Source: an optimization exercise on an open RTL-to-GDS flow (aim: small area, a short achievable clock period and few clock cycles). Production flows keep margins and buffers that such runs may drop.
RTL that was checked went through simulation tests only; none was proved equivalent to the original.
For run 5, only the layout was checked, not whether the RTL still works.
Power figures rest on the tool's default switching activity, not on a simulated workload.

File: design.v
package rt_pkg;
    localparam int unsigned CAMERA_IW = 16;
    localparam int unsigned CAMERA_QW = 16;
    localparam int unsigned CAMERA_WL = CAMERA_IW + CAMERA_QW;
endpackage
module rt_rgu #(
    parameter int unsigned WL = rt_pkg::CAMERA_WL
) (
    input  logic [WL-1:0] base,
    input  logic [WL-1:0] delta,
    input  logic          cin,
    output logic [WL-1:0] next
);
    localparam int unsigned LV = $clog2(WL);
    logic [(LV+1)*WL-1:0] g, p;
    logic [WL-1:0]        hp;
    assign hp = base ^ delta;
    always_comb begin
        g = '0;
        p = '0;
        g[WL-1:0] = base & delta;
        p[WL-1:0] = hp;
        g[0] = (base[0] & delta[0]) | (hp[0] & cin);
        for (int l = 0; l < LV; l++) begin
            for (int i = 0; i < WL; i++) begin
                if (((i >> l) & 1) == 1) begin
                    g[(l+1)*WL + i] = g[l*WL + i]
                                    | (p[l*WL + i] & g[l*WL + ((i >> l) << l) - 1]);
                    p[(l+1)*WL + i] = p[l*WL + i] & p[l*WL + ((i >> l) << l) - 1];
                end else begin
                    g[(l+1)*WL + i] = g[l*WL + i];
                    p[(l+1)*WL + i] = p[l*WL + i];
                end
            end
        end
        next = hp ^ {g[LV*WL +: WL-1], cin};
    end
endmodule
module rt_frag_stream #(
    parameter int unsigned IW = rt_pkg::CAMERA_IW,
    parameter int unsigned QW = rt_pkg::CAMERA_QW
) (
    input  logic          clk,
    input  logic          resetn,
    input  logic          start,
    input  logic          abort,
    output logic          busy,
    output logic          done,
    input  logic [31:0]   image_width,
    input  logic [31:0]   image_height,
    input  logic [31:0]   camera_center_x,
    input  logic [31:0]   camera_center_y,
    input  logic [31:0]   camera_center_z,
    input  logic [31:0]   pixel_delta_u_x,
    input  logic [31:0]   pixel_delta_u_y,
    input  logic [31:0]   pixel_delta_u_z,
    input  logic [31:0]   pixel_delta_v_x,
    input  logic [31:0]   pixel_delta_v_y,
    input  logic [31:0]   pixel_delta_v_z,
    input  logic [31:0]   pixel_00_loc_x,
    input  logic [31:0]   pixel_00_loc_y,
    input  logic [31:0]   pixel_00_loc_z,
    output logic          m_valid,
    input  logic          m_ready,
    output logic [31:0]   m_data,
    output logic          m_last
);
    logic [IW-1:0] img_w, img_h;
    logic          unused_bits;
    logic busy_q, init_q, valid_q, done_q;
    logic          lc_q, lr_q, last_q, w1_q;
    logic [IW-1:0] xrem_q, yrem_q, w_q;
    logic [31:0]   acc_q, row_q, step_q;
    logic          idle, hs, adv, row_start, row_adv, lc_a, lr_a, lc_d;
    logic [IW-1:0] xdec, ydec;
    logic [31:0]   sum;
    assign img_w = image_width[QW +: IW];
    assign img_h = image_height[QW +: IW];
    assign unused_bits = ^{image_width[QW-1:0], image_height[QW-1:0],
                           camera_center_y, camera_center_z,
                           pixel_delta_u_y, pixel_delta_u_z,
                           pixel_delta_v_y, pixel_delta_v_z,
                           pixel_00_loc_y, pixel_00_loc_z};
    assign idle      = ~(init_q | valid_q);
    assign hs        = valid_q & m_ready;
    assign adv       = init_q | hs;
    assign row_start = init_q | lc_q;
    assign xdec      = xrem_q - IW'(1);
    assign ydec      = yrem_q - IW'(1);
    rt_rgu #(
        .WL (32)
    ) u_rgu (
        .base  (lc_q ? row_q : acc_q),
        .delta (step_q),
        .cin   (init_q),
        .next  (sum)
    );
    always_comb begin
        lc_a = lc_q ? w1_q : (xrem_q == IW'(2));
        lr_a = row_start ? (yrem_q == IW'(1)) : lr_q;
    end
    always_ff @(posedge clk or negedge resetn) begin
        if (!resetn) begin
            busy_q  <= 1'b0;
            init_q  <= 1'b0;
            valid_q <= 1'b0;
            done_q  <= 1'b0;
        end else begin
            done_q <= 1'b0;
            init_q <= 1'b0;
            if (abort) begin
                busy_q  <= 1'b0;
                valid_q <= 1'b0;
            end else if (!busy_q) begin
                if (start) begin
                    if (img_w != '0 && img_h != '0) begin
                        busy_q <= 1'b1;
                        init_q <= 1'b1;
                    end else begin
                        done_q <= 1'b1;
                    end
                end
            end else if (init_q) begin
                valid_q <= 1'b1;
            end else if (hs && last_q) begin
                busy_q  <= 1'b0;
                valid_q <= 1'b0;
                done_q  <= 1'b1;
            end
        end
    end
    assign row_adv = adv & row_start;
    assign lc_d    = idle | (adv ? lc_a : lc_q);
    always_ff @(posedge clk) begin
        step_q <= lc_d ? (idle ? ~camera_center_x : pixel_delta_v_x) : pixel_delta_u_x;
        row_q  <= row_adv ? sum : (idle ? pixel_00_loc_x : row_q);
        yrem_q <= row_adv ? ydec : (idle ? img_h : yrem_q);
        lc_q   <= lc_d;
        if (idle) begin
            w_q    <= img_w;
            w1_q   <= (img_w == IW'(1));
        end
        if (adv) begin
            acc_q  <= sum;
            xrem_q <= lc_q ? w_q : xdec;
            lr_q   <= lr_a;
            last_q <= lc_a & lr_a;
        end
    end
    assign busy    = busy_q;
    assign done    = done_q;
    assign m_valid = valid_q;
    assign m_data  = acc_q;
    assign m_last  = last_q;
endmodule
File: flow/run.sh
#!/bin/bash
# Standard ORFS layout with small port buffers, a compact clock tree and a
# tighter setup target for the resizer's timing repair. Each ORFS step keeps
# its full log under orfs/logs; make's own output goes to standard_make.log.
set -euo pipefail
export BUFFER_PORTS_ARGS="-buffer_cell sky130_fd_sc_hd__buf_1"
export CTS_ARGS="-sink_clustering_enable -repair_clock_nets -buf_list {sky130_fd_sc_hd__clkbuf_8} -sink_clustering_size 30 -sink_clustering_max_diameter 100 -dont_use_dummy_load"
bash standard.sh BUFFER_PORTS_ARGS="$BUFFER_PORTS_ARGS" CTS_ARGS="$CTS_ARGS" SETUP_SLACK_MARGIN=7.0 finish > standard_make.log 2>&1
File: standard.sh
#!/bin/bash
# synth_recipe.tcl (not shown) runs the flow's synth.tcl, then flattens the netlist and writes it again
# the make line also repeats each setting of config.mk as NAME=value (left out here)
make -C /OpenROAD-flow-scripts/flow DESIGN_CONFIG=/design/flow/config.mk WORK_HOME=/design/flow/orfs CLKGATE_MAP_FILE= SYNTH_SCRIPT=/design/flow/synth_recipe.tcl "${@:-finish}"
File: config.mk
export PLATFORM = sky130hd
export DESIGN_NAME = rt_frag_stream
export DESIGN_NICKNAME = rt_frag_stream
export VERILOG_FILES = /design/flow/design.v
export SDC_FILE = /design/flow/constraint.sdc
export NUM_CORES = 4
export LEC_CHECK = 0
export CAP_MARGIN = 0
export CORE_MARGIN = 2
export CORE_UTILIZATION = 40
export SLEW_MARGIN = 0
export TNS_END_PERCENT = 0
File: constraint.sdc
create_clock -name core_clock -period 10.0 [get_ports {clk}]
set_input_delay 2.0000 -clock core_clock [delete_from_list [all_inputs] [get_ports {clk}]]
set_output_delay 2.0000 -clock core_clock [all_outputs]
set_load 0.01 [all_outputs]
==> run_results.csv, run 1 <==
group,metric,value,unit
routing,dr.pass1.iters,5,
timing,skew,32.2,ps
global_routing,antenna_found_initial,2,
timing,whs,517,ps
routing,final_antenna_net_count,0,
job,drv_cap,0,
yosys,synth_xor_area_share,5.44,%
timing,fin_crit_sh,32.3,%
setup_path,r2r-start,"lc_q",
cts,cts_hold_buf,0,
yosys,yosys.area_share.simple,11.3,%
timing,slew_violations,0,
yosys,synthArstFlopShare,2.63,%
setup_path,worstPathCellList,"mux2i_4 > fa_2 > inv_2 > fa_2 > a211oi_4 > o211a_4 > o311ai_4 > o211ai_2 > nand2_2 > a311oi_2 > xnor2_1 > mux2_2",
global_routing,grt_remaining_overflow,0,
routing,drt_wl_total,21200,microns
floorplanning,dieWidth,146,microns
global_routing,grt_pass1_vias,6050,
cts,cts_tree,"built",
global_routing,track_usage,20.3,%
cts,htreeDepth,4,
setup_path,worstPathArrival,3420,ps
floorplanning,rows,51,
yosys,syn-num-nets,1215,
pwr,powerDensity,189,mW/mm^2
min_path,worstHoldStart,"w_q[11]",
yosys,ys_warn_count,2,
setup_path,critPathMaxFanout,6,
yosys,ys_types,59,
yosys,synthCells,723,
yosys,synth-compound-area-share,12.9,%
floorplanning,dieHeight,146,microns
cts,root_buffer,"clkbuf_8",
placed_design,dp_cells,1162,
timing,slew_headroom,48.8,%
yosys,synth_largest_area_cell,"edfxtp_1",
yosys,synthFlopType,"edfxtp_1",
final_layout,fin_nets,1421,
yosys,synth_top_cell_area_share,43.0,%
setup_path,cp.required,10190,ps
setup_path,end_kind,"flop",
timing,worst_slew_pin_slew,768,ps
setup_path,crit_type,"reg -> reg",
cts,cts_buffers,17,
floorplanning,dieArea,0.0212,sq mm
timing,min_period,3230,ps
routing,drc,0,
yosys,synth_top_family_by_area,"compound AO/OA/AOI/OAI gates",
placed_design,place_ws,5720,ps
cts,clock_sinks,152,
final_layout,area_growth,19.3,%
setup_path,worstRegToRegCells,12,
floorplanning,start_util,41.0,%
setup_path,cp-start-kind,"flop",
min_path,hold_class,"reg -> reg",
floorplanning,core,0.0196,sq mm
yosys,ys_seq_area_share,52.5,%
timing,clock.fmax,0.309,GHz
timing,finalHoldViolCount,0,
timing,tns,0,ps
timing,rsz0062_at_grt,"true",
pwr,vdd_ir_drop_max,0.0798,mV
cts,path_clk_slew,80,ps
yosys,synthTopCellsByArea,"edfxtp_1 43%, dfxtp_1 8.2%, mux2_2 7.9%, ha_1 5.1%, a21oi_1 5.0%",
global_routing,grt_pass1_wl,32900,microns
setup_path,max_stage_delay,420,ps
yosys,synth_edf_count,115,
yosys,synth-adder-area-share,6.64,%
cts,insertion_delay,450,ps
yosys,synth_mux_area_share,8.47,%
yosys,synth_area_per_cell,11.1,sq um
floorplanning,top_level_ports,489,
outcome,status,"no timing/DRC/antenna violations",
final_layout,stdcell_count,1194,
routing,drt_iter0_markers,285,
pwr,leakagePower,0.00355,uW
timing,setup_viol,0,
placed_design,dpl.hpwl,14900,microns
setup_path,r2r_setup_slack,6770,ps
routing,viasPerCell,5.10,
yosys,netlist_area,0.00803,sq mm
global_routing,grt_max_degree,69,
timing,layout_setup_ws,6770,ps
routing,vias,6088,
final_layout,drive_gt1_share,13.3,%
yosys,ys_seq_elements,152,
placed_design,place.gp.congestion,0.814,
min_path,worstHoldPathCells,2,
placed_design,io_buffers,200,
routing,wl_per_cell,17.7,microns
setup_path,worst_path_most_repeated_cell,"fa_2",
setup_path,slowest_stage,"dfxtp_4",
pwr,p_total,1810,uW
setup_path,critical_path.startpoint,"lc_q",
cts,cts_buffer_depth,2,
## through the flow
| stage | utilization [%] | cell area (sq um) |
|---|---|---|
| after floorplan | - | 8170 |
| after global placement | 46.4 | 9100 |
| after detailed placement | 46.4 | 9100 |
| after CTS | 48.9 | 9570 |
| after global routing | 48.9 | 9590 |
| final | 48.9 | 9590 |
## cell usage in the layout, fill, tap and decap left out, types with 3 or more instances in the layout
master,netlist,final
nor4_1,16,15
nor2b_1,7,7
dfrtp_1,4,4
nor3_1,16,16
edfxtp_1,115,115
nand3_1,5,5
and3_1,4,4
a21oi_1,80,80
buf_4,3,8
xor2_1,10,10
mux2_2,56,56
a21o_1,13,13
o211ai_2,3,3
inv_1,27,25
nand4_1,4,4
and2_1,3,3
ha_1,33,31
mux2i_1,5,4
nor2_1,85,85
o21ai_0,40,39
buf_1,4,200
xnor2_1,38,38
fa_1,6,4
dfxtp_1,33,32
o21a_1,3,3
clkbuf_8,0,17
nand2_8,0,5
nand2_1,51,46
## area by class of cell
| class | count | area, sq um |
|---|---|---|
| fill | 1871 | 10000 |
| multi-input combinational | 518 | 3790 |
| antenna | 2 | 5.00 |
| inverter | 27 | 104 |
| clock buffer | 17 | 234 |
| timing repair buffer | 213 | 906 |
| tap | 265 | 332 |
| sequential | 152 | 4220 |
## per-layer routing
| layer | global-route usage (%) | part of all wire, % |
|---|---|---|
| met2 | 33.5 | 48 |
| met3 | 4.36 | 5.9 |
| met5 | 0 | 0 |
| met1 | 26.6 | 44 |
| met4 | 7.01 | 1.8 |
## what timing repair did
action,CTS,global route
setup buffers,9,0
cloned,4,0
pin swaps,14,3
endpoints found under the setup margin,184,164
gates resized for setup,20,1
## cell usage after synthesis (all sizes together), types with 5 or more instances
cell,count
nor2b,7
a21oi,81
mux2,56
dfxtp,33
fa,6
nor3,16
nand3,5
a21o,13
inv,27
mux2i,5
ha,33
nor2,85
xnor2,38
o21ai,42
buf,11
nor4,17
edfxtp,115
clkbuf,18
xor2,11
nand2,52
## cells by family after synthesis
group,Yosys count
simple gates,200
compound gates,166
flops,152
mux,61
buf+inv,56
xor+xnor,49
fa+ha+maj,39
## where the power goes
part / switching, uW / leakage (uW) / total, uW / internal (uW)
clock: 201 / 0.000122 / 351 / 150
combinational: 326 / 0.00196 / 599 / 273
sequential: 44.8 / 0.00147 / 862 / 818
total: 571 / 0.00355 / 1810 / 1240
## worst paths after layout
path                              end
setup reg to reg            row_q[30]
setup / recovery            row_q[30]
min in group asynchronous      busy_q
hold / removal             xrem_q[11]
max in group asynchronous     valid_q
hold reg to reg            xrem_q[11]
## sequential cells by signal, indices dropped and copies added (netlist names), 16 cells and up
name and cells:
step_q 32, yrem_q 16, acc_q 32, w_q 16, xrem_q 16, row_q 32
## critical path: cells and delay by family, from the launching register on
kind | cells | cell delay, ps
compound gates | 5 | 1150
xor+xnor | 1 | 120
fa+ha+maj | 2 | 600
buf+inv | 1 | 40
flops | 1 | 420
mux | 2 | 510
simple gates | 1 | 150
Testbench counts, summed over its fixed seeds: cycles 25,740.
==> run 2, diff against run 1 <==
--- a/config.mk
+++ b/config.mk
@@ -5,8 +5,8 @@
 export SDC_FILE = /design/flow/constraint.sdc
 export NUM_CORES = 4
 export LEC_CHECK = 0
-export CAP_MARGIN = 0
+export CAP_MARGIN = 50
 export CORE_MARGIN = 2
 export CORE_UTILIZATION = 40
-export SLEW_MARGIN = 0
+export SLEW_MARGIN = 50
 export TNS_END_PERCENT = 0
==> run_results.csv, run 2 <==
group,metric,value,unit
cts,cts_buffers,17,
timing,rsz0062_at_grt,"true",
cts,insertion_delay,450,ps
timing,slew_violations,0,
routing,drc,0,
cts,cts_buffer_depth,2,
yosys,synthCells,723,
final_layout,drive_gt1_share,13.9,%
floorplanning,top_level_ports,489,
routing,drt_iter0_markers,276,
cts,cts_tree,"built",
yosys,synth_top_cell_area_share,43.0,%
yosys,synth_area_per_cell,11.1,sq um
timing,slew_headroom,58.8,%
cts,path_clk_slew,80,ps
floorplanning,dieWidth,146,microns
floorplanning,dieHeight,146,microns
yosys,synthFlopType,"edfxtp_1",
routing,viasPerCell,5.11,
routing,vias,6099,
placed_design,dpl.hpwl,14900,microns
global_routing,met1_usage,26.4,%
final_layout,stdcell_count,1193,
timing,clock.fmax,0.306,GHz
final_layout,area_growth,19.6,%
yosys,ys_seq_elements,152,
timing,skew,27.3,ps
setup_path,critical_path.startpoint,"lc_q",
setup_path,r2r_setup_slack,6740,ps
global_routing,grt_remaining_overflow,0,
timing,worst_slew_pin_slew,613,ps
setup_path,critPathMaxFanout,6,
final_layout,multiInputGateArea,0.00380,sq mm
final_layout,ff_latch_area,0.00422,sq mm
yosys,synthArstFlopShare,2.63,%
floorplanning,core,0.0196,sq mm
setup_path,cp.required,10180,ps
cts,htreeDepth,4,
pwr,vdd_ir_drop_max,0.0713,mV
final_layout,layout_common_cells,"200 x buf_1, 115 x edfxtp_1, 85 x nor2_1",
floorplanning,dieArea,0.0212,sq mm
final_layout,reg_top3,"acc_q (32), row_q (32), step_q (32)",
yosys,yosys.cell_count.top_type,"edfxtp_1",
global_routing,grt_pass1_vias,5994,
yosys,synth-adder-area-share,6.64,%
timing,tns,0,ps
pwr,p_total,1820,uW
yosys,synth_xor_area_share,5.44,%
global_routing,busiest_layer,"met2",
yosys,ys_seq_area_share,52.5,%
yosys,syn-num-nets,1215,
routing,final_antenna_net_count,0,
setup_path,cp-start-kind,"flop",
floorplanning,start_util,41.0,%
setup_path,r2r-start,"lc_q",
pwr,leakagePower,0.00355,uW
placed_design,place.gp.congestion,0.814,
yosys,synth_edf_count,115,
placed_design,place_ws,5980,ps
global_routing,grtUsageMet3,4.11,%
cts,cts_hold_buf,0,
routing,dr.pass1.iters,5,
outcome,status,"no timing/DRC/antenna violations",
timing,finalHoldViolCount,0,
floorplanning,rows,51,
yosys,synth_top_family_by_area,"compound AO/OA/AOI/OAI gates",
setup_path,worstPathArrival,3440,ps
routing,wl_per_cell,17.8,microns
cts,clock_sinks,152,
timing,layout_setup_ws,6740,ps
yosys,yosys.area_share.simple,11.3,%
setup_path,crit_type,"reg -> reg",
global_routing,grt_pass1_wl,32600,microns
timing,whs,515,ps
final_layout,fillers,1870,
job,drv_cap,0,
routing,drt_wl_total,21200,microns
placed_design,dp_cells,1162,
global_routing,met2_usage,33.7,%
yosys,netlist_area,0.00803,sq mm
yosys,yosys-top-cells-count,"115 x edfxtp_1, 85 x nor2_1, 80 x a21oi_1",
placed_design,io_buffers,200,
pwr,powerDensity,189,mW/mm^2
yosys,ys_warn_count,2,
timing,fin_crit_sh,32.6,%
setup_path,end_kind,"flop",
cts,root_buffer,"clkbuf_8",
final_layout,layout_commonest_cell,"buf_1",
setup_path,worstRegToRegCells,12,
yosys,ys_types,59,
yosys,synth_mux_area_share,8.47,%
timing,setup_viol,0,
yosys,synthTopCellsByArea,"edfxtp_1 43%, dfxtp_1 8.2%, mux2_2 7.9%, ha_1 5.1%, a21oi_1 5.0%",
global_routing,track_usage,20.2,%
final_layout,fin_nets,1421,
yosys,synth-compound-area-share,12.9,%
min_path,hold_class,"reg -> reg",
setup_path,r2r_end,"row_q[24]",
setup_path,endpoint,"row_q[24]",
timing,min_period,3260,ps
global_routing,antenna_found_initial,1,
global_routing,grt_max_degree,69,
yosys,synth_largest_area_cell,"edfxtp_1",
[run 2: how the worst min path moves through the flow]
stage	start	to	slack (ps)	cells past startpoint
2_1_floorplan	w_q[7]	xrem_q[7]	500	1
3_3_place_gp	w_q[0]	xrem_q[0]	500	2
3_5_place_dp	w_q[2]	xrem_q[2]	510	2
4_1_cts	w_q[11]	xrem_q[11]	520	2
5_1_grt	w_q[10]	xrem_q[10]	560	2
6_report	w_q[11]	xrem_q[11]	520	2
[run 2: routing by layer]
| metal | share of wire, % | wire [microns] |
|---|---|---|
| met1 | 44 | 9290 |
| met4 | 1.4 | 307 |
| met2 | 48 | 10200 |
| met3 | 6.4 | 1350 |
| met5 | 0 | 0 |
[run 2: metrics by stage]
| stage | utilization (%) | area, sq um |
|---|---|---|
| 2_1_floorplan | - | 8170 |
| 6_report | 49.1 | 9610 |
| 3_5_place_dp | 46.5 | 9100 |
| 5_1_grt | 49.1 | 9610 |
| 3_3_place_gp | 46.4 | 9100 |
| 4_1_cts | 49.0 | 9590 |
[run 2: worst max-delay path, stage by stage (launching register included)]
cell and delay, ps:
dfxtp_4 410, buf_4 160, buf_12 110, mux2_2 320, ha_1 350, o211ai_2 120
o211a_4 290, o311ai_4 300, o21ai_1 200, a21boi_1 230, a21oi_1 110, xnor2_1 150
mux2_2 260
[run 2: kinds of logic (layout without fill, tap and decap cells)]
| family | Yosys count | in the layout |
|---|---|---|
| DFF | 152 | 152 |
| muxes | 61 | 61 |
| adders and majority gates | 39 | 39 |
| and+or+nand+nor | 200 | 203 |
| xor gates and xnor gates | 49 | 49 |
| buffers and inverters | 56 | 257 |
| AOI/OAI and AO/OA | 166 | 166 |
| other | 0 | 1 |
[run 2: layout make-up]
class	count	area share (%)
Antenna cell	1	0.0260
Clock buffer	17	2.43
Inverter	27	1.08
Multi-Input combinational cell	518	39.5
Sequential cell	152	43.9
Tap cell	265	3.45
Timing Repair Buffer	213	9.58
[run 2: repair_timing]
action | in CTS | in global routing
resized for setup | 20 | 4
pin swaps | 14 | 0
cloned | 4 | 0
buffers inserted | 9 | 0
setup endpoints to repair | 180 | 167
[run 2: report_power, final]
group          leakage, uW  switching, uW  internal [uW]
Clock             0.000122            203            150
Sequential         0.00147           45.4            818
Combinational      0.00196            327            272
Total              0.00355            576           1240
==> run 3, diff against run 2 <==
==> flow/run.sh (replaced) <==
#!/bin/bash
# Standard ORFS layout with small port buffers, a compact clock tree and a
# tighter setup target for the resizer's timing repair. Each ORFS step keeps
# its full log under orfs/logs; make's own output goes to standard_make.log.
set -euo pipefail
export BUFFER_PORTS_ARGS="-buffer_cell sky130_fd_sc_hd__buf_1"
export CTS_ARGS="-repair_clock_nets -buf_list {sky130_fd_sc_hd__clkbuf_8} -dont_use_dummy_load"
bash standard.sh BUFFER_PORTS_ARGS="$BUFFER_PORTS_ARGS" CTS_ARGS="$CTS_ARGS" SETUP_SLACK_MARGIN=7.0 finish > standard_make.log 2>&1
--- a/config.mk
+++ b/config.mk
@@ -5,8 +5,8 @@
 export SDC_FILE = /design/flow/constraint.sdc
 export NUM_CORES = 4
 export LEC_CHECK = 0
-export CAP_MARGIN = 50
+export CAP_MARGIN = 20
 export CORE_MARGIN = 2
 export CORE_UTILIZATION = 40
-export SLEW_MARGIN = 50
+export SLEW_MARGIN = 20
 export TNS_END_PERCENT = 0
==> run_results.csv, run 3 <==
group,metric,value,unit
outcome,status,"no timing/DRC/antenna violations",
yosys,synth_area_per_cell,11.1,sq um
cts,path_clk_slew,80,ps
cts,root_buffer,"clkbuf_8",
pwr,p_sw_share,31.5,%
setup_path,cp-start-kind,"flop",
final_layout,final_area,0.00959,sq mm
yosys,ys_warn_count,2,
routing,final_antenna_net_count,0,
yosys,syn-num-nets,1215,
setup_path,r2r_setup_slack,6770,ps
timing,skew,32.2,ps
yosys,ys_seq_elements,152,
setup_path,crit_type,"reg -> reg",
floorplanning,start_util,41.0,%
yosys,synthArstFlopShare,2.63,%
setup_path,crit_buf_inv,1,
global_routing,grt_pass1_vias,6050,
pwr,p_clk_share,19.4,%
setup_path,cp.required,10190,ps
placed_design,dpl.hpwl,14900,microns
final_layout,layout_commonest_cell,"buf_1",
global_routing,track_usage,20.3,%
final_layout,drive_gt1_share,13.3,%
setup_path,cp_top_family,"compound AO/OA/AOI/OAI gates",
yosys,yosys.cell_count.top_type,"edfxtp_1",
global_routing,met1_usage,26.6,%
pwr,seqPwrFrac,47.6,%
global_routing,met2_usage,33.5,%
yosys,synth_edf_count,115,
routing,dr.pass1.iters,5,
floorplanning,dieHeight,146,microns
global_routing,busiest_layer,"met2",
timing,worst_slew_pin_slew,768,ps
pwr,vdd_ir_drop_max,0.0798,mV
global_routing,grt_max_degree,69,
routing,vias,6088,
timing,clock.fmax,0.309,GHz
yosys,yosys-top-cells-count,"115 x edfxtp_1, 85 x nor2_1, 80 x a21oi_1",
routing,drt_wl_total,21200,microns
yosys,synthFlopType,"edfxtp_1",
min_path,hold_class,"reg -> reg",
pwr,intPower,1240,uW
cts,cts_buffer_depth,2,
final_layout,layout_common_cells,"200 x buf_1, 115 x edfxtp_1, 85 x nor2_1",
yosys,ys_seq_area_share,52.5,%
setup_path,worstPathCellList,"mux2i_4 > fa_2 > inv_2 > fa_2 > a211oi_4 > o211a_4 > o311ai_4 > o211ai_2 > nand2_2 > a311oi_2 > xnor2_1 > mux2_2",
setup_path,worstRegToRegCells,12,
final_layout,reg_top3,"acc_q (32), row_q (32), step_q (32)",
floorplanning,dieArea,0.0212,sq mm
global_routing,grt_remaining_overflow,0,
placed_design,io_buffers,200,
cts,cts_tree,"built",
min_path,whs_endpoint,"xrem_q[11]",
cts,htreeDepth,4,
final_layout,area_growth,19.3,%
pwr,p_switching,571,uW
setup_path,r2r_end,"row_q[30]",
setup_path,end_kind,"flop",
routing,wl_per_cell,17.7,microns
yosys,synthCells,723,
floorplanning,rows,51,
floorplanning,top_level_ports,489,
timing,tns,0,ps
timing,finalHoldViolCount,0,
placed_design,place.gp.congestion,0.814,
routing,viasPerCell,5.10,
pwr,powerDensity,189,mW/mm^2
placed_design,placed_area,0.00910,sq mm
setup_path,max_stage_delay,420,ps
yosys,ys_types,59,
job,drv_cap,0,
global_routing,grt_pass1_wl,32900,microns
routing,drt_iter0_markers,285,
timing,setup_viol,0,
min_path,worstHoldStart,"w_q[11]",
yosys,synth_largest_area_cell,"edfxtp_1",
timing,slew_headroom,48.8,%
global_routing,grtUsageMet3,4.36,%
timing,rsz0062_at_grt,"true",
setup_path,r2r-start,"lc_q",
yosys,netlist_area,0.00803,sq mm
routing,drc,0,
cts,insertion_delay,450,ps
global_routing,antenna_found_initial,2,
timing,fin_crit_sh,32.3,%
timing,slew_violations,0,
pwr,p_comb_share,33.1,%
setup_path,slowest_stage,"dfxtp_4",
cts,cts_hold_buf,0,
setup_path,worstPathArrival,3420,ps
final_layout,fin_nets,1421,
cts,cts_buffers,17,
pwr,leakagePower,0.00355,uW
cts,clock_sinks,152,
setup_path,critPathMaxFanout,6,
min_path,worstHoldPathCells,2,
setup_path,worst_path_most_repeated_cell,"fa_2",
floorplanning,core,0.0196,sq mm
timing,min_period,3230,ps
yosys,synth_top_cell_area_share,43.0,%
floorplanning,dieWidth,146,microns
yosys,synthTopCellsByArea,"edfxtp_1 43%, dfxtp_1 8.2%, mux2_2 7.9%, ha_1 5.1%, a21oi_1 5.0%",
==> run 3: changes by cell type in the layout (fill, tap and decap cells not counted), moves of 2 or more <==
cell and change:
buf_4 +2, buf_8 -2, a21oi_2 -3, a21oi_1 +2
==> run 3: tightest hold or removal path, delay by kind of cell (launching register included) <==
family           cells  cell delay, ps
flip-flops           1             320
AO/OA/AOI/OAI        1              60
AND/OR/NAND/NOR      1              40
==> run 3: power groups by stage <==
stage,sequential [uW],combinational (uW),clock [uW]
after floorplan,875,424,0
after global placement,873,568,0
after detailed placement,877,572,0
after CTS,863,602,363
after global routing,874,673,384
final,862,599,351
==> run 3: how the worst max path moves through the flow <==
| stage | end | from | cells after the start |
|---|---|---|---|
| finish | row_q[30] | lc_q | 12 |
| floorplan | row_q[0] | m_ready | 6 |
| global placement | row_q[11] | m_ready | 5 |
| global route | row_q[30] | lc_q | 12 |
| detailed placement | row_q[17] | m_ready | 5 |
| CTS | row_q[30] | lc_q | 12 |
==> run 3: metrics by stage <==
stage	worst slack [ps]	util (%)	power [uW]	std cells	hold slack (ps)
5_1_grt	6610	48.9	1930	1194	557
4_1_cts	6760	48.9	1830	1192	524
3_5_place_dp	5720	46.4	1450	1162	513
2_1_floorplan	6750	-	1300	723	499
6_report	6770	48.9	1810	1194	517
3_3_place_gp	5710	46.4	1440	1162	503
==> run 3: routing by layer <==
metal | routed length, microns | vias up | part of all wire [%]
met5 | 0 | - | 0
met4 | 371 | 0 | 1.8
met3 | 1240 | 18 | 5.9
met2 | 10200 | 218 | 48
met1 | 9360 | 2820 | 44
li1 | - | 3032 | -
==> run 3: cells by family (layout without fill, tap and decap cells) <==
kind of cell               after synthesis  in the layout  synth area share (%)
AOI/OAI and AO/OA                      166            166                  12.9
xor gates and xnor gates                49             49                  5.44
adders and majority gates               39             39                  6.64
buffers and inverters                   56            257                  2.82
DFF                                    152            152                  52.5
muxes                                   61             61                  8.47
other                                    0              2                     0
and+or+nand+nor                        200            203                  11.3
==> run 3: layout make-up <==
class                      instances  area (sq um)
inverter                          27           104
timing repair buffer             213           906
sequential                       152          4220
clock buffer                      17           234
multi-input combinational        518          3790
antenna                            2          5.00
fill                            1871         10000
tap                              265           332
==> run 3: what timing repair did <==
action                                  4_1_cts  5_1_grt
gates cloned                                  4        0
gates resized for setup                      20        1
pin swaps                                    14        3
endpoints found under the setup margin      184      164
buffers inserted                              9        0
==> run 4, diff against run 3 <==
--- a/flow/run.sh
+++ b/flow/run.sh
@@ -4,5 +4,5 @@
 # its full log under orfs/logs; make's own output goes to standard_make.log.
 set -euo pipefail
 export BUFFER_PORTS_ARGS="-buffer_cell sky130_fd_sc_hd__buf_1"
-export CTS_ARGS="-repair_clock_nets -buf_list {sky130_fd_sc_hd__clkbuf_8} -dont_use_dummy_load"
+export CTS_ARGS="-sink_clustering_enable -repair_clock_nets -buf_list {sky130_fd_sc_hd__clkbuf_8} -sink_clustering_size 60 -sink_clustering_max_diameter 300 -sink_clustering_levels 1 -dont_use_dummy_load"
 bash standard.sh BUFFER_PORTS_ARGS="$BUFFER_PORTS_ARGS" CTS_ARGS="$CTS_ARGS" SETUP_SLACK_MARGIN=7.0 finish > standard_make.log 2>&1
==> run_results.csv, run 4 <==
group,metric,value,unit
pwr,intPower,1240,uW
yosys,syn-num-nets,1215,
yosys,synthCells,723,
timing,slew_violations,0,
cts,cts_hold_buf,0,
floorplanning,core,0.0196,sq mm
yosys,yosys.cell_count.top_type,"edfxtp_1",
pwr,leakagePower,0.00355,uW
routing,drt_iter0_markers,285,
setup_path,cp_top_family,"compound AO/OA/AOI/OAI gates",
global_routing,antenna_found_initial,2,
pwr,seqPwrFrac,47.6,%
setup_path,critPathMaxFanout,6,
setup_path,crit_buf_inv,1,
floorplanning,rows,51,
routing,viasPerCell,5.10,
cts,path_clk_slew,80,ps
global_routing,grt_pass1_wl,32900,microns
final_layout,area_growth,19.3,%
yosys,ys_types,59,
setup_path,worstPathCellList,"mux2i_4 > fa_2 > inv_2 > fa_2 > a211oi_4 > o211a_4 > o311ai_4 > o211ai_2 > nand2_2 > a311oi_2 > xnor2_1 > mux2_2",
placed_design,dp_cells,1162,
yosys,synth_area_per_cell,11.1,sq um
yosys,ys_seq_elements,152,
setup_path,cp.required,10190,ps
timing,slew_headroom,48.8,%
routing,dr.pass1.iters,5,
pwr,p_clk_share,19.4,%
yosys,synthArstFlopShare,2.63,%
yosys,netlist_area,0.00803,sq mm
cts,cts_tree,"built",
timing,skew,32.2,ps
yosys,synth_largest_area_cell,"edfxtp_1",
timing,setup_viol,0,
setup_path,worst_path_most_repeated_cell,"fa_2",
timing,min_period,3230,ps
floorplanning,dieArea,0.0212,sq mm
setup_path,slowest_stage,"dfxtp_4",
final_layout,stdcell_count,1194,
final_layout,ff_latch_area,0.00422,sq mm
yosys,synthFlopType,"edfxtp_1",
timing,fin_crit_sh,32.3,%
setup_path,end_kind,"flop",
final_layout,fillers,1871,
timing,tns,0,ps
final_layout,layout_commonest_cell,"buf_1",
floorplanning,dieWidth,146,microns
yosys,synth_edf_count,115,
timing,clock.fmax,0.309,GHz
timing,rsz0062_at_grt,"true",
setup_path,crit_type,"reg -> reg",
routing,final_antenna_net_count,0,
setup_path,cp-start-kind,"flop",
routing,drt_wl_total,21200,microns
routing,vias,6088,
global_routing,grt_remaining_overflow,0,
placed_design,dpl.hpwl,14900,microns
cts,insertion_delay,450,ps
pwr,vdd_ir_drop_max,0.0798,mV
final_layout,drive_gt1_share,13.3,%
routing,drc,0,
pwr,powerDensity,189,mW/mm^2
global_routing,grt_max_degree,69,
final_layout,fin_nets,1421,
outcome,status,"no timing/DRC/antenna violations",
cts,htreeDepth,4,
floorplanning,start_util,41.0,%
pwr,p_comb_share,33.1,%
cts,cts_buffer_depth,2,
final_layout,layout_common_cells,"200 x buf_1, 115 x edfxtp_1, 85 x nor2_1",
final_layout,reg_top3,"acc_q (32), row_q (32), step_q (32)",
floorplanning,dieHeight,146,microns
yosys,synth_top_cell_area_share,43.0,%
placed_design,io_buffers,200,
cts,clock_sinks,152,
final_layout,multiInputGateArea,0.00379,sq mm
min_path,hold_class,"reg -> reg",
cts,cts_buffers,17,
global_routing,track_usage,20.3,%
pwr,p_sw_share,31.5,%
yosys,ys_seq_area_share,52.5,%
pwr,p_switching,571,uW
timing,worst_slew_pin_slew,768,ps
floorplanning,top_level_ports,489,
timing,finalHoldViolCount,0,
yosys,yosys-top-cells-count,"115 x edfxtp_1, 85 x nor2_1, 80 x a21oi_1",
setup_path,max_stage_delay,420,ps
routing,wl_per_cell,17.7,microns
placed_design,place.gp.congestion,0.814,
global_routing,grt_pass1_vias,6050,
yosys,synthTopCellsByArea,"edfxtp_1 43%, dfxtp_1 8.2%, mux2_2 7.9%, ha_1 5.1%, a21oi_1 5.0%",
job,drv_cap,0,
yosys,ys_warn_count,2,
setup_path,worstPathArrival,3420,ps
cts,root_buffer,"clkbuf_8",
## run 4: cells by family after synthesis
kind of cell / after synthesis / share of synthesized area, %
adder cells (fa/ha/maj): 39 / 6.64
flip-flops: 152 / 52.5
AO/OA/AOI/OAI: 166 / 12.9
AND/OR/NAND/NOR: 200 / 11.3
multiplexers: 61 / 8.47
buffers and inverters: 56 / 2.82
XOR/XNOR: 49 / 5.44
## run 4: path summary, 6_finish.rpt
kind	endpoint	from	cells after the start	slack (ps)
setup / recovery	row_q[30]	lc_q	12	6770
hold / removal	xrem_q[11]	w_q[11]	2	520
setup reg to reg	row_q[30]	lc_q	12	6770
hold reg to reg	xrem_q[11]	w_q[11]	2	520
max in group asynchronous	valid_q	resetn	1	8410
min in group asynchronous	busy_q	resetn	1	1400
## run 4: final cells by class
| class | instances | area share, % |
|---|---|---|
| Antenna cell | 2 | 0.0522 |
| Clock buffer | 17 | 2.44 |
| Inverter | 27 | 1.08 |
| Multi-Input combinational cell | 518 | 39.5 |
| Sequential cell | 152 | 44.0 |
| Tap cell | 265 | 3.46 |
| Timing Repair Buffer | 213 | 9.45 |
## run 4: worst min-delay path: stages, from the launching register on
cell	delay (ps)
edfxtp_1	320
nand2_1	40
o21ai_0	60
## run 4: metrics by stage
step	instance area, sq um	setup slack [ps]	utilization (%)	power, uW	hold WS, ps
2_1_floorplan	8170	6750	-	1300	499
3_3_place_gp	9100	5710	46.4	1440	503
3_5_place_dp	9100	5720	46.4	1450	513
4_1_cts	9570	6760	48.9	1830	524
5_1_grt	9590	6610	48.9	1930	557
6_report	9590	6770	48.9	1810	517
## run 4: per-layer routing
metal  track usage (%)  share of wire, %  vias to the layer above
li1                  -                 -                     3032
met4              7.01               1.8                        0
met2              33.5                48                      218
met1              26.6                44                     2820
met3              4.36               5.9                       18
met5                 0                 0                        -
## run 4: power groups by stage
stage / clock, uW / combinational, uW / sequential, uW
floorplan: 0 / 424 / 875
global placement: 0 / 568 / 873
detailed placement: 0 / 572 / 877
CTS: 363 / 602 / 863
global route: 384 / 673 / 874
finish: 351 / 599 / 862
## run 4: repair_timing
action,in CTS,in global routing
pin swaps,14,3
cloned,4,0
resized for setup,20,1
setup endpoints to repair,184,164
buffers inserted,9,0
==> run 5, diff against run 4 <==
--- a/design.v
+++ b/design.v
@@ -68,7 +68,7 @@
     logic [IW-1:0] img_w, img_h;
     logic          unused_bits;
     logic busy_q, init_q, valid_q, done_q;
-    logic          lc_q, lr_q, last_q, w1_q;
+    logic          lc_q, lr_q, last_q;
     logic [IW-1:0] xrem_q, yrem_q, w_q;
     logic [31:0]   acc_q, row_q, step_q;
     logic          idle, hs, adv, row_start, row_adv, lc_a, lr_a, lc_d;
@@ -96,7 +96,7 @@
         .next  (sum)
     );
     always_comb begin
-        lc_a = lc_q ? w1_q : (xrem_q == IW'(2));
+        lc_a = lc_q ? (w_q == IW'(1)) : (xrem_q == IW'(2));
         lr_a = row_start ? (yrem_q == IW'(1)) : lr_q;
     end
     always_ff @(posedge clk or negedge resetn) begin
@@ -138,7 +138,6 @@
         lc_q   <= lc_d;
         if (idle) begin
             w_q    <= img_w;
-            w1_q   <= (img_w == IW'(1));
         end
         if (adv) begin
             acc_q  <= sum;
==> flow/run.sh (replaced) <==
#!/bin/bash
# Standard ORFS layout with small port buffers, a compact clock tree and a
# tighter setup target for the resizer's timing repair. Each ORFS step keeps
# its full log under orfs/logs; make's own output goes to standard_make.log.
set -euo pipefail
export BUFFER_PORTS_ARGS="-buffer_cell sky130_fd_sc_hd__buf_1"
export CTS_ARGS="-sink_clustering_enable -repair_clock_nets -buf_list {sky130_fd_sc_hd__clkbuf_8} -sink_clustering_size 30 -sink_clustering_max_diameter 100 -dont_use_dummy_load"
bash standard.sh BUFFER_PORTS_ARGS="$BUFFER_PORTS_ARGS" CTS_ARGS="$CTS_ARGS" SETUP_SLACK_MARGIN=7.0 finish > standard_make.log 2>&1
==> run_results.csv, run 5 <==
group,metric,value,unit
routing,dr.pass1.iters,4,
placed_design,place.gp.congestion,0.790,
yosys,synth-compound-area-share,10.4,%
routing,drt_wl_total,20000,microns
cts,insertion_delay,450,ps
yosys,synthArstFlopShare,2.65,%
placed_design,io_buffers,200,
cts,path_clk_slew,70,ps
yosys,synth_xor_area_share,4.70,%
final_layout,drive_gt1_share,16.2,%
setup_path,crit_type,"reg -> reg",
timing,slew_violations,0,
global_routing,grt_pass1_vias,5780,
floorplanning,start_util,40.7,%
job,drv_cap,0,
yosys,syn-num-nets,1190,
cts,cts_buffers,17,
timing,fin_crit_sh,34.9,%
cts,htreeDepth,4,
cts,cts_hold_buf,0,
yosys,yosys.area_share.simple,11.1,%
timing,skew,41.8,ps
global_routing,antenna_found_initial,0,
timing,worst_slew_pin_slew,650,ps
timing,clock.fmax,0.287,GHz
yosys,yosys-top-cells-count,"114 x edfxtp_1, 90 x nand2_1, 69 x o21ai_0",
pwr,p_total,1740,uW
cts,cts_buffer_depth,2,
final_layout,layout_common_cells,"200 x buf_1, 114 x edfxtp_1, 87 x nand2_1",
final_layout,antenna_cells,0,
cts,root_buffer,"clkbuf_8",
yosys,synth_edf_count,114,
floorplanning,dieHeight,147,microns
global_routing,track_usage,18.7,%
timing,tns,0,ps
placed_design,placed_area,0.00922,sq mm
routing,drc,0,
timing,slew_headroom,56.3,%
setup_path,critical_path.startpoint,"lc_q",
floorplanning,core,0.0202,sq mm
routing,final_antenna_net_count,0,
floorplanning,dieWidth,147,microns
pwr,vdd_ir_drop_max,0.0914,mV
min_path,hold_class,"reg -> reg",
timing,finalHoldViolCount,0,
yosys,netlist_area,0.00821,sq mm
yosys,ys_warn_count,2,
cts,cts_tree,"built",
yosys,synthFlopType,"edfxtp_1",
timing,setup_viol,0,
global_routing,grt_max_degree,66,
final_layout,final_area,0.00964,sq mm
setup_path,end_kind,"flop",
cts,clock_sinks,151,
final_layout,area_growth,17.5,%
floorplanning,dieArea,0.0217,sq mm
outcome,status,"no timing/DRC/antenna violations",
setup_path,r2r-start,"lc_q",
timing,rsz0062_at_grt,"true",
yosys,ys_seq_elements,151,
final_layout,stdcell_count,1175,
yosys,synthTopCellsByArea,"edfxtp_1 42%, dfxtp_1 8.1%, mux2_2 7.3%, mux2_4 5.3%, ha_1 5.0%",
yosys,synth_mux_area_share,13.2,%
final_layout,layout_commonest_cell,"buf_1",
pwr,powerDensity,180,mW/mm^2
setup_path,cp-start-kind,"flop",
placed_design,dp_cells,1146,
pwr,leakagePower,0.00363,uW
global_routing,grt_remaining_overflow,0,
routing,wl_per_cell,17.0,microns
routing,vias,5962,
yosys,synth_top_family_by_area,"multiplexers",
routing,drt_iter0_markers,234,
floorplanning,rows,52,
min_path,worstHoldStart,"busy_q",
yosys,synth-adder-area-share,6.49,%
timing,min_period,3490,ps
routing,viasPerCell,5.07,
yosys,ys_types,62,
yosys,synth_top_cell_area_share,41.7,%
setup_path,worstPathArrival,3670,ps
floorplanning,top_level_ports,489,
yosys,yosys.cell_count.top_type,"edfxtp_1",
setup_path,cp.required,10180,ps
yosys,ys_seq_area_share,51.0,%
global_routing,grt_pass1_wl,30900,microns
setup_path,critPathMaxFanout,6,
yosys,synth_area_per_cell,11.8,sq um
yosys,synth_largest_area_cell,"edfxtp_1",
final_layout,fin_nets,1399,
final_layout,reg_top3,"acc_q (32), row_q (32), step_q (32)",
yosys,synthCells,698,
placed_design,dpl.hpwl,14100,microns
[run 5: changes by cell type after synthesis, moves of 6 or more]
cell	previous run	this run
mux2_4	0	29
o21ai_0	40	69
nand2_1	51	90
xor2_1	10	18
a21oi_1	80	16
xnor2_1	38	26
nor2_1	85	22
nor4_1	16	22
[run 5: final cells by class]
class | count | area (sq um)
fillers | 1936 | 10500
flip-flops and latches | 151 | 4190
multi-input cells | 498 | 3910
repair buffers | 215 | 875
well taps | 270 | 338
clock buffers | 17 | 234
inverters | 24 | 93.8
[run 5: what timing repair did]
item,in CTS,in global routing
resized for setup,13,4
gates cloned,1,0
setup endpoints to repair,133,164
setup buffers,9,2
pin swaps,10,7
hold endpoints to repair,0,0
[run 5: worst paths after layout]
kind / endpoint / slack (ps) / cells after the start
max reg2reg: row_q[31] / 6510 / 11
max in group asynchronous: init_q / 8380 / 1
min in group asynchronous: busy_q / 1400 / 1
max: row_q[31] / 6510 / 11
min: init_q / 570 / 1
min reg2reg: init_q / 570 / 1
[run 5: cells by family after synthesis]
kind of cell    count (synthesis)
mux                            87
buf+inv                        50
flops                         151
simple gates                  191
compound gates                136
xor+xnor                       44
fa+ha+maj                      39
[run 5: report_power, final]
part           internal [uW]  leakage (uW)  total (uW)  switching (uW)
registers                807       0.00146         851            44.5
clock network            150      0.000122         347             196
logic                    242       0.00205         539             297
[run 5: stage by stage]
step	hold WS (ps)	util, %	setup WS, ps
floorplan	519	-	6640
global placement	546	45.7	5760
detailed placement	541	45.7	5700
CTS	564	47.6	6530
global route	594	47.8	6410
finish	567	47.8	6510
[run 5: per-layer routing]
metal	track usage [%]	wire, microns	up-vias
met4	4.04	163	0
met3	5.47	1250	10
met2	30.2	9300	184
li1	-	-	2987
met5	0	0	-
met1	25.0	9290	2781
[run 5: worst max-delay path, cell delays in order (launching register included)]
cell and delay, ps:
dfxtp_4 420, buf_4 190, mux2_2 350, ha_1 350
a21oi_2 160, o21ai_0 130, a211oi_2 370, a21oi_2 140
o211ai_2 320, a211oi_4 130, or3_4 400, a311o_1 270
==> run 6, diff against run 5 <==
--- a/design.v
+++ b/design.v
@@ -68,7 +68,7 @@
     logic [IW-1:0] img_w, img_h;
     logic          unused_bits;
     logic busy_q, init_q, valid_q, done_q;
-    logic          lc_q, lr_q, last_q;
+    logic          lc_q, lr_q, last_q, w1_q;
     logic [IW-1:0] xrem_q, yrem_q, w_q;
     logic [31:0]   acc_q, row_q, step_q;
     logic          idle, hs, adv, row_start, row_adv, lc_a, lr_a, lc_d;
@@ -96,7 +96,7 @@
         .next  (sum)
     );
     always_comb begin
-        lc_a = lc_q ? (w_q == IW'(1)) : (xrem_q == IW'(2));
+        lc_a = lc_q ? w1_q : (xrem_q == IW'(2));
         lr_a = row_start ? (yrem_q == IW'(1)) : lr_q;
     end
     always_ff @(posedge clk or negedge resetn) begin
@@ -138,6 +138,7 @@
         lc_q   <= lc_d;
         if (idle) begin
             w_q    <= img_w;
+            w1_q   <= (img_w == IW'(1));
         end
         if (adv) begin
             acc_q  <= sum;
--- a/config.mk
+++ b/config.mk
@@ -7,6 +7,6 @@
 export LEC_CHECK = 0
 export CAP_MARGIN = 20
 export CORE_MARGIN = 2
-export CORE_UTILIZATION = 40
+export CORE_UTILIZATION = 50
 export SLEW_MARGIN = 20
 export TNS_END_PERCENT = 0
==> run_results.csv, run 6 <==
group,metric,value,unit
yosys,ys_warn_count,2,
yosys,synth_xor_area_share,5.44,%
floorplanning,rows,46,
yosys,synth_top_family_by_area,"compound AO/OA/AOI/OAI gates",
yosys,synthTopCellsByArea,"edfxtp_1 43%, dfxtp_1 8.2%, mux2_2 7.9%, ha_1 5.1%, a21oi_1 5.0%",
yosys,synth_mux_area_share,8.47,%
floorplanning,start_util,50.9,%
yosys,ys_seq_elements,152,
yosys,netlist_area,0.00803,sq mm
yosys,yosys-top-cells-count,"115 x edfxtp_1, 85 x nor2_1, 80 x a21oi_1",
yosys,synth-compound-area-share,12.9,%
yosys,ys_types,59,
yosys,synthCells,723,
floorplanning,dieHeight,131,microns
yosys,synth_largest_area_cell,"edfxtp_1",
floorplanning,dieWidth,131,microns
yosys,syn-num-nets,1215,
outcome,status,"aborted with a tool error",
outcome,stop_stage,"I/O pin placement (3_2_place_iop)",
yosys,synthArstFlopShare,2.63,%
yosys,ys_seq_area_share,52.5,%
yosys,yosys.area_share.simple,11.3,%
outcome,tool.error,"[ERROR PPL-0024] Number of IO pins (489) exceeds maximum number of available positions (464). Increase the die perimeter from 523.00um to 665.04um.",
yosys,synth_area_per_cell,11.1,sq um
yosys,synth_top_cell_area_share,43.0,%
yosys,yosys.cell_count.top_type,"edfxtp_1",
yosys,synth_edf_count,115,
yosys,synthFlopType,"edfxtp_1",
yosys,synth-adder-area-share,6.64,%
## run 6: cell families after synthesis
group	Yosys count
adder cells (fa/ha/maj)	39
XOR/XNOR	49
AO/OA/AOI/OAI	166
multiplexers	61
flip-flops	152
buffers and inverters	56
AND/OR/NAND/NOR	200
Testbench counts of run 6, summed over its fixed seeds: cycles 25,740.
==> run 7, diff against run 6 <==
--- a/config.mk
+++ b/config.mk
@@ -7,6 +7,6 @@
 export LEC_CHECK = 0
 export CAP_MARGIN = 20
 export CORE_MARGIN = 2
-export CORE_UTILIZATION = 50
+export CORE_UTILIZATION = 45
 export SLEW_MARGIN = 20
 export TNS_END_PERCENT = 0
==> run_results.csv, run 7 <==
group,metric,value,unit
outcome,status,"no timing/DRC/antenna violations",
yosys,ys_seq_elements,152,
yosys,synth_area_per_cell,11.1,sq um
yosys,synthCells,723,
timing,slew_violations,0,
timing,min_period,3290,ps
placed_design,dpl.hpwl,14800,microns
yosys,yosys-top-cells-count,"115 x edfxtp_1, 85 x nor2_1, 80 x a21oi_1",
cts,htreeDepth,4,
timing,tns,0,ps
global_routing,antenna_found_initial,3,
setup_path,r2r_setup_slack,6710,ps
setup_path,worstRegToRegCells,14,
global_routing,track_usage,22.9,%
yosys,synth_largest_area_cell,"edfxtp_1",
min_path,hold_class,"reg -> reg",
final_layout,stdcell_count,1156,
placed_design,placed_area,0.00905,sq mm
yosys,ys_seq_area_share,52.5,%
global_routing,grt_pass1_vias,6245,
pwr,powerDensity,190,mW/mm^2
final_layout,fin_nets,1422,
global_routing,grt_remaining_overflow,0,
cts,path_clk_slew,80,ps
floorplanning,dieHeight,138,microns
final_layout,layout_common_cells,"200 x buf_1, 115 x edfxtp_1, 85 x nor2_1",
setup_path,critical_path.startpoint,"lc_q",
placed_design,dp_cells,1122,
floorplanning,dieArea,0.0189,sq mm
placed_design,place.gp.congestion,0.825,
setup_path,crit_type,"reg -> reg",
cts,cts_tree,"built",
timing,clock.fmax,0.304,GHz
timing,fin_crit_sh,32.9,%
routing,dr.pass1.iters,5,
cts,cts_buffers,17,
final_layout,fillers,1605,
cts,cts_buffer_depth,2,
cts,root_buffer,"clkbuf_8",
yosys,ys_types,59,
yosys,syn-num-nets,1215,
cts,insertion_delay,470,ps
routing,final_antenna_net_count,0,
routing,drt_iter0_markers,333,
setup_path,worstPathArrival,3480,ps
yosys,netlist_area,0.00803,sq mm
setup_path,endpoint,"row_q[26]",
routing,drc,0,
routing,vias,6248,
final_layout,multiInputGateArea,0.00375,sq mm
setup_path,cp-start-kind,"flop",
pwr,leakagePower,0.00356,uW
timing,layout_setup_ws,6710,ps
yosys,synthArstFlopShare,2.63,%
job,drv_cap,0,
floorplanning,core,0.0174,sq mm
global_routing,grt_pass1_wl,32300,microns
timing,setup_viol,0,
setup_path,end_kind,"flop",
final_layout,ff_latch_area,0.00422,sq mm
final_layout,reg_top3,"acc_q (32), row_q (32), step_q (32)",
timing,skew,31.4,ps
final_layout,area_growth,18.7,%
cts,clock_sinks,152,
timing,rsz0062_at_grt,"true",
placed_design,io_buffers,200,
final_layout,layout_commonest_cell,"buf_1",
floorplanning,rows,48,
setup_path,r2r-start,"lc_q",
floorplanning,start_util,46.3,%
final_layout,final_util,54.9,%
yosys,synthFlopType,"edfxtp_1",
cts,cts_hold_buf,0,
yosys,synthTopCellsByArea,"edfxtp_1 43%, dfxtp_1 8.2%, mux2_2 7.9%, ha_1 5.1%, a21oi_1 5.0%",
setup_path,critPathMaxFanout,6,
yosys,yosys.cell_count.top_type,"edfxtp_1",
routing,viasPerCell,5.40,
floorplanning,top_level_ports,489,
final_layout,final_area,0.00953,sq mm
timing,finalHoldViolCount,0,
yosys,synth_edf_count,115,
pwr,vdd_ir_drop_max,0.0809,mV
timing,worst_slew_pin_slew,776,ps
placed_design,place_ws,5710,ps
yosys,ys_warn_count,2,
setup_path,r2r_end,"row_q[26]",
yosys,synth_top_cell_area_share,43.0,%
global_routing,grt_max_degree,69,
routing,wl_per_cell,18.2,microns
final_layout,drive_gt1_share,13.1,%
floorplanning,dieWidth,138,microns
routing,drt_wl_total,21000,microns
timing,slew_headroom,48.2,%
setup_path,cp.required,10190,ps
-- run 7: kinds of logic (layout without fill, tap and decap cells) --
| group | after synthesis | count (layout) | share of synthesized area (%) |
|---|---|---|---|
| AOI/OAI and AO/OA | 166 | 166 | 12.9 |
| xor gates and xnor gates | 49 | 49 | 5.44 |
| adders and majority gates | 39 | 39 | 6.64 |
| buffers and inverters | 56 | 258 | 2.82 |
| DFF | 152 | 152 | 52.5 |
| muxes | 61 | 61 | 8.47 |
| other | 0 | 3 | 0 |
| and+or+nand+nor | 200 | 203 | 11.3 |
-- run 7: stage by stage --
stage | hold slack, ps | total power (uW)
2_1_floorplan | 499 | 1300
3_3_place_gp | 517 | 1430
3_5_place_dp | 519 | 1450
4_1_cts | 541 | 1820
5_1_grt | 559 | 1910
6_report | 536 | 1810
-- run 7: worst min path at each step --
stage,start,end,slack (ps),cells after the start
floorplan,w_q[7],xrem_q[7],500,1
global placement,w_q[9],xrem_q[9],520,2
detailed placement,w_q[8],xrem_q[8],520,2
CTS,w_q[1],xrem_q[1],540,2
global route,w_q[7],xrem_q[7],560,1
finish,w_q[1],xrem_q[1],540,2
-- run 7: worst max-delay path, cell delays in order, from the launching register on --
cell	delay, ps
dfxtp_4	370
buf_16	130
buf_4	140
buf_4	110
mux2_2	330
ha_1	320
o21a_1	130
o21ai_2	260
o311ai_4	160
o211ai_2	250
buf_4	150
and3b_4	210
o21bai_4	60
xor2_2	150
mux2_2	260
-- run 7: repair_timing --
action                     CTS  global route
resized for setup           13             1
setup endpoints to repair  189           167
pin swaps                   12             0
buffers inserted             9             0
gates cloned                 5             0
-- run 7: layout make-up --
class                   instances  share of cell area, %
clock buffers                  17                   2.45
diodes                          3                 0.0788
repair buffers                214                   9.75
inverters                      27                   1.10
multi-input cells             518                   39.4
flip-flops and latches        152                   44.3
well taps                     225                   2.95
-- run 7: layer usage --
layer / vias to the layer above / global-route usage (%) / wire, microns / share of wire (%)
met4: 0 / 7.04 / 315 / 1.5
met3: 23 / 6.84 / 1600 / 7.6
met1: 2985 / 29.7 / 9260 / 44
li1: 3037 / - / - / -
met5: - / 0 / 0 / 0
met2: 203 / 37.1 / 9840 / 47
-- run 7: where the power goes --
part / switching, uW / internal (uW)
sequential: 44.7 / 818
clock: 199 / 150
combinational: 330 / 267
==> run 8, diff against run 7 <==
--- a/flow/run.sh
+++ b/flow/run.sh
@@ -5,4 +5,4 @@
 set -euo pipefail
 export BUFFER_PORTS_ARGS="-buffer_cell sky130_fd_sc_hd__buf_1"
 export CTS_ARGS="-sink_clustering_enable -repair_clock_nets -buf_list {sky130_fd_sc_hd__clkbuf_8} -sink_clustering_size 30 -sink_clustering_max_diameter 100 -dont_use_dummy_load"
-bash standard.sh BUFFER_PORTS_ARGS="$BUFFER_PORTS_ARGS" CTS_ARGS="$CTS_ARGS" SETUP_SLACK_MARGIN=7.0 finish > standard_make.log 2>&1
+bash standard.sh BUFFER_PORTS_ARGS="$BUFFER_PORTS_ARGS" CTS_ARGS="$CTS_ARGS" SETUP_SLACK_MARGIN=7.3 SETUP_MOVE_SEQUENCE=unbuffer,sizeup,swap,buffer MATCH_CELL_FOOTPRINT=0 finish > standard_make.log 2>&1
--- a/config.mk
+++ b/config.mk
@@ -7,6 +7,6 @@
 export LEC_CHECK = 0
 export CAP_MARGIN = 20
 export CORE_MARGIN = 2
-export CORE_UTILIZATION = 45
+export CORE_UTILIZATION = 40
 export SLEW_MARGIN = 20
 export TNS_END_PERCENT = 0
==> run_results.csv, run 8 <==
group,metric,value,unit
yosys,synthFlopType,"edfxtp_1",
floorplanning,core,0.0196,sq mm
timing,rsz0062_at_grt,"true",
floorplanning,dieWidth,146,microns
setup_path,crit_buf_inv,1,
yosys,synth_largest_area_cell,"edfxtp_1",
cts,htreeDepth,4,
pwr,leakagePower,0.00347,uW
global_routing,grt_pass1_vias,5812,
placed_design,placed_area,0.00909,sq mm
yosys,synth_edf_count,115,
floorplanning,start_util,41.0,%
global_routing,grt_pass1_wl,29300,microns
min_path,worstHoldStart,"w_q[0]",
cts,clock_sinks,152,
final_layout,multiInputGateArea,0.00370,sq mm
final_layout,final_util,47.9,%
final_layout,fillers,1902,
timing,slew_headroom,50.6,%
setup_path,worstPathArrival,3430,ps
final_layout,layout_commonest_cell,"buf_1",
setup_path,crit_type,"in -> reg",
pwr,seqPwrFrac,48.4,%
routing,viasPerCell,4.98,
global_routing,met2_usage,29.7,%
yosys,yosys.cell_count.top_type,"edfxtp_1",
job,drv_cap,0,
setup_path,r2r-start,"init_q",
yosys,ys_types,59,
setup_path,cp.required,10050,ps
routing,dr.pass1.iters,4,
pwr,vdd_ir_drop_max,0.0752,mV
pwr,p_clk_share,19.4,%
setup_path,worstRegToRegCells,12,
floorplanning,rows,51,
global_routing,met1_usage,22.0,%
global_routing,grt_max_degree,69,
yosys,yosys-top-cells-count,"115 x edfxtp_1, 85 x nor2_1, 80 x a21oi_1",
setup_path,worstPathCellList,"buf_8 > nand2_8 > nand2_8 > nand2_8 > nand2_8",
setup_path,worst_path_most_repeated_cell,"nand2_8",
setup_path,slowest_stage,"nand2_8",
pwr,intPower,1230,uW
global_routing,busiest_layer,"met2",
timing,finalHoldViolCount,0,
setup_path,crit_cells,5,
yosys,ys_seq_elements,152,
yosys,synthTopCellsByArea,"edfxtp_1 43%, dfxtp_1 8.2%, mux2_2 7.9%, ha_1 5.1%, a21oi_1 5.0%",
setup_path,critPathMaxFanout,68,
placed_design,io_buffers,200,
routing,wl_per_cell,15.5,microns
setup_path,end_kind,"flop",
final_layout,area_growth,16.9,%
floorplanning,dieArea,0.0212,sq mm
pwr,p_switching,555,uW
setup_path,max_stage_delay,520,ps
cts,insertion_delay,450,ps
setup_path,cp_top_family,"simple AND/OR/NAND/NOR gates",
final_layout,layout_common_cells,"199 x buf_1, 115 x edfxtp_1, 85 x nor2_1",
cts,root_buffer,"clkbuf_8",
cts,cts_buffer_depth,2,
global_routing,track_usage,17.5,%
yosys,synth_area_per_cell,11.1,sq um
pwr,p_sw_share,31.2,%
global_routing,grt_remaining_overflow,0,
min_path,hold_class,"reg -> reg",
yosys,syn-num-nets,1215,
yosys,netlist_area,0.00803,sq mm
routing,vias,5877,
timing,fin_crit_sh,33.9,%
global_routing,grtUsageMet3,4.70,%
placed_design,place_ws,5650,ps
timing,worst_slew_pin_slew,741,ps
cts,path_clk_slew,70,ps
final_layout,ff_latch_area,0.00422,sq mm
routing,drt_iter0_markers,220,
yosys,ys_seq_area_share,52.5,%
setup_path,r2r_end,"row_q[28]",
min_path,whs_endpoint,"xrem_q[0]",
setup_path,r2r_setup_slack,6670,ps
yosys,synthArstFlopShare,2.63,%
timing,tns,0,ps
final_layout,drive_gt1_share,11.8,%
setup_path,cp-start-kind,"input pin",
routing,final_antenna_net_count,0,
min_path,worstHoldPathCells,2,
yosys,ys_warn_count,2,
outcome,status,"no timing/DRC/antenna violations",
placed_design,place.gp.congestion,0.792,
pwr,p_total,1780,uW
yosys,synth_top_cell_area_share,43.0,%
timing,setup_viol,0,
timing,slew_violations,0,
pwr,p_comb_share,32.2,%
placed_design,dpl.hpwl,13200,microns
floorplanning,dieHeight,146,microns
yosys,synthCells,723,
cts,cts_tree,"built",
pwr,powerDensity,190,mW/mm^2
timing,skew,38.4,ps
cts,cts_buffers,17,
final_layout,fin_nets,1409,
timing,clock.fmax,0.295,GHz
final_layout,reg_top3,"acc_q (32), row_q (32), step_q (32)",
routing,drc,0,
routing,drt_wl_total,18300,microns
timing,layout_setup_ws,6610,ps
floorplanning,top_level_ports,489,
timing,min_period,3390,ps
final_layout,final_area,0.00939,sq mm
global_routing,antenna_found_initial,2,
## run 8: cell counts after synthesis
Identical to the previous run, type by type.
## run 8: what timing repair did
| action | 4_1_cts | 5_1_grt |
|---|---|---|
| setup endpoints to repair | 191 | 192 |
| resized for setup | 12 | 1 |
| hold buffers | 0 | 0 |
| setup buffers | 2 | 0 |
| pin swaps | 3 | 3 |
## run 8: worst register-to-register path, cell delays in order, from the launching register on
cell	delay [ps]
dfrtp_1	460
inv_1	230
fa_2	230
inv_1	50
fa_2	360
a211oi_2	290
o211a_4	250
o311ai_4	140
o211ai_2	270
nand2_2	150
a41oi_1	270
xnor2_1	110
mux2_2	270
## run 8: logic make-up after synthesis
family	synth area share, %
flip-flops	52.5
AO/OA/AOI/OAI	12.9
buffers and inverters	2.82
XOR/XNOR	5.44
AND/OR/NAND/NOR	11.3
adder cells (fa/ha/maj)	6.64
multiplexers	8.47
## run 8: how the worst max path moves through the flow
stage | to | from | slack [ps]
floorplan | row_q[0] | m_ready | 6770
global placement | row_q[7] | m_ready | 5720
detailed placement | step_q[1] | m_ready | 5650
CTS | yrem_q[9] | m_ready | 6540
global route | yrem_q[9] | m_ready | 6470
finish | yrem_q[10] | m_ready | 6610
## run 8: power by group through the flow
| stage | registers [uW] | logic (uW) | clock network [uW] |
|---|---|---|---|
| floorplan | 875 | 423 | 0 |
| global placement | 873 | 565 | 0 |
| detailed placement | 876 | 573 | 0 |
| CTS | 862 | 579 | 360 |
| global route | 872 | 644 | 380 |
| finish | 861 | 573 | 346 |
## run 8: layer usage
layer,up-vias,wire [microns]
met2,174,8600
met5,-,13
met1,2691,8430
li1,2995,-
met4,2,221
met3,15,1090
## run 8: per-stage QoR
step	instances	hold WS, ps
3_5_place_dp	1161	515
2_1_floorplan	723	499
5_1_grt	1180	556
4_1_cts	1180	532
6_report	1181	527
3_3_place_gp	1161	503
## run 8: area by class of cell
cell class              count  area share (%)
repair buffers            204            8.57
multi-input cells         515            39.4
flip-flops and latches    152            44.9
diodes                      1          0.0266
inverters                  27            1.08
clock buffers              17            2.49
well taps                 265            3.53
==> run 9, diff against run 8 <==
==> flow/run.sh (replaced) <==
#!/bin/bash
# Standard ORFS layout with small port buffers, a compact clock tree and a
# tighter setup target for the resizer's timing repair. Each ORFS step keeps
# its full log under orfs/logs; make's own output goes to standard_make.log.
set -euo pipefail
export BUFFER_PORTS_ARGS="-buffer_cell sky130_fd_sc_hd__buf_1"
export CTS_ARGS="-sink_clustering_enable -repair_clock_nets -buf_list {sky130_fd_sc_hd__clkbuf_8} -sink_clustering_size 30 -sink_clustering_max_diameter 100 -dont_use_dummy_load"
bash standard.sh BUFFER_PORTS_ARGS="$BUFFER_PORTS_ARGS" CTS_ARGS="$CTS_ARGS" SETUP_SLACK_MARGIN=7.3 SKIP_LAST_GASP=0 MATCH_CELL_FOOTPRINT=0 TNS_END_PERCENT=3 finish > standard_make.log 2>&1
==> run_results.csv, run 9 <==
group,metric,value,unit
cts,cts_tree,"built",
floorplanning,start_util,41.0,%
setup_path,r2r-start,"lc_q",
floorplanning,dieHeight,146,microns
yosys,synthArstFlopShare,2.63,%
final_layout,layout_commonest_cell,"buf_1",
yosys,synth_edf_count,115,
yosys,netlist_area,0.00803,sq mm
yosys,synth_mux_area_share,8.47,%
routing,drt_iter0_markers,252,
yosys,yosys.area_share.simple,11.3,%
cts,clock_sinks,152,
floorplanning,rows,51,
setup_path,cp.required,10180,ps
pwr,leakagePower,0.00357,uW
cts,htreeDepth,4,
yosys,synthFlopType,"edfxtp_1",
final_layout,reg_top3,"acc_q (32), row_q (32), step_q (32)",
yosys,synth_xor_area_share,5.44,%
timing,slew_headroom,35.6,%
setup_path,end_kind,"flop",
setup_path,cp-start-kind,"flop",
cts,path_clk_slew,70,ps
final_layout,final_util,49.7,%
final_layout,layout_common_cells,"199 x buf_1, 115 x edfxtp_1, 82 x nor2_1",
final_layout,area_growth,21.3,%
timing,worst_slew_pin_slew,966,ps
global_routing,busiest_layer,"met2",
routing,drt_wl_total,20500,microns
final_layout,drive_gt1_share,14.9,%
yosys,synthTopCellsByArea,"edfxtp_1 43%, dfxtp_1 8.2%, mux2_2 7.9%, ha_1 5.1%, a21oi_1 5.0%",
routing,final_antenna_net_count,0,
final_layout,fillers,1875,
global_routing,grt_max_degree,73,
timing,rsz0062_at_grt,"true",
placed_design,dpl.hpwl,13200,microns
setup_path,critPathMaxFanout,6,
pwr,vdd_ir_drop_max,0.0766,mV
yosys,synthCells,723,
min_path,whs_endpoint,"xrem_q[9]",
floorplanning,top_level_ports,489,
min_path,hold_class,"reg -> reg",
outcome,status,"no timing/DRC/antenna violations",
yosys,synth_area_per_cell,11.1,sq um
yosys,yosys-top-cells-count,"115 x edfxtp_1, 85 x nor2_1, 80 x a21oi_1",
pwr,powerDensity,187,mW/mm^2
timing,whs,527,ps
cts,cts_buffers,17,
yosys,syn-num-nets,1215,
setup_path,worstPathArrival,3400,ps
timing,setup_viol,0,
placed_design,place.gp.congestion,0.792,
floorplanning,dieWidth,146,microns
global_routing,grt_pass1_vias,6057,
yosys,yosys.cell_count.top_type,"edfxtp_1",
min_path,worstHoldStart,"w_q[9]",
global_routing,met1_usage,24.7,%
global_routing,grt_remaining_overflow,0,
yosys,ys_seq_area_share,52.5,%
pwr,p_total,1820,uW
final_layout,multiInputGateArea,0.00392,sq mm
setup_path,r2r_end,"row_q[28]",
global_routing,met2_usage,33.1,%
final_layout,ff_latch_area,0.00422,sq mm
placed_design,io_buffers,200,
timing,finalHoldViolCount,0,
setup_path,worstRegToRegCells,12,
job,drv_cap,0,
min_path,worstHoldPathCells,2,
timing,tns,0,ps
timing,fin_crit_sh,32.2,%
[run 9: cell counts after synthesis]
Identical to the previous run, type by type.
[run 9: timing repair]
item | in CTS | in global routing
hold buffers | 0 | 0
pin swaps | 10 | 1
setup endpoints to repair | 191 | 169
resized for setup | 35 | 7
endpoints found under the hold margin | 0 | 0
buffers inserted | 10 | 0
cloned | 9 | 0
[run 9: cells by family after synthesis]
group	Yosys count
simple gates	200
compound gates	166
buf+inv	56
xor+xnor	49
mux	61
flops	152
fa+ha+maj	39
[run 9: where the power goes]
| part | leakage [uW] | internal (uW) | switching [uW] |
|---|---|---|---|
| Combinational | 0.00198 | 274 | 336 |
| Sequential | 0.00147 | 818 | 45.3 |
| Clock | 0.000122 | 150 | 195 |
[run 9: worst max-delay path by stage]
stage          slack [ps]  cells past startpoint        end
6_report             6780                     12  row_q[28]
5_1_grt              6620                     12  row_q[30]
4_1_cts              6780                     12  row_q[30]
3_5_place_dp         5650                      7  step_q[1]
3_3_place_gp         5720                      5   row_q[7]
2_1_floorplan        6770                      6   row_q[0]
[run 9: final cells by class]
type                       count  share of cell area (%)
antenna                        1                  0.0257
clock buffer                  17                    2.40
inverter                      27                    1.08
multi-input combinational    523                    40.3
sequential                   152                    43.3
tap                          265                    3.40
timing repair buffer         213                    9.54
[run 9: routing by layer]
layer / share of wire, % / vias to the layer above
li1: - / 3043
met1: 45 / 2839
met2: 48 / 190
met3: 5.8 / 15
met4: 1.1 / 2
met5: 0.068 / -
[run 9: worst max-delay path, cell delays in order, from the launching register on]
cell and delay (ps):
dfxtp_4 430, mux2i_4 270, fa_2 210, inv_1 50
fa_2 370, a211oi_4 250, o211a_4 220, o311ai_4 120
o211ai_2 250, nand2_2 150, a41oi_1 270, xnor2_1 110
mux2_2 270
[run 9: stage by stage]
| step | setup WS (ps) | std cells |
|---|---|---|
| after floorplan | 6770 | 723 |
| after global placement | 5720 | 1161 |
| after detailed placement | 5650 | 1161 |
| after CTS | 6780 | 1197 |
| after global routing | 6620 | 1197 |
| final | 6780 | 1198 |
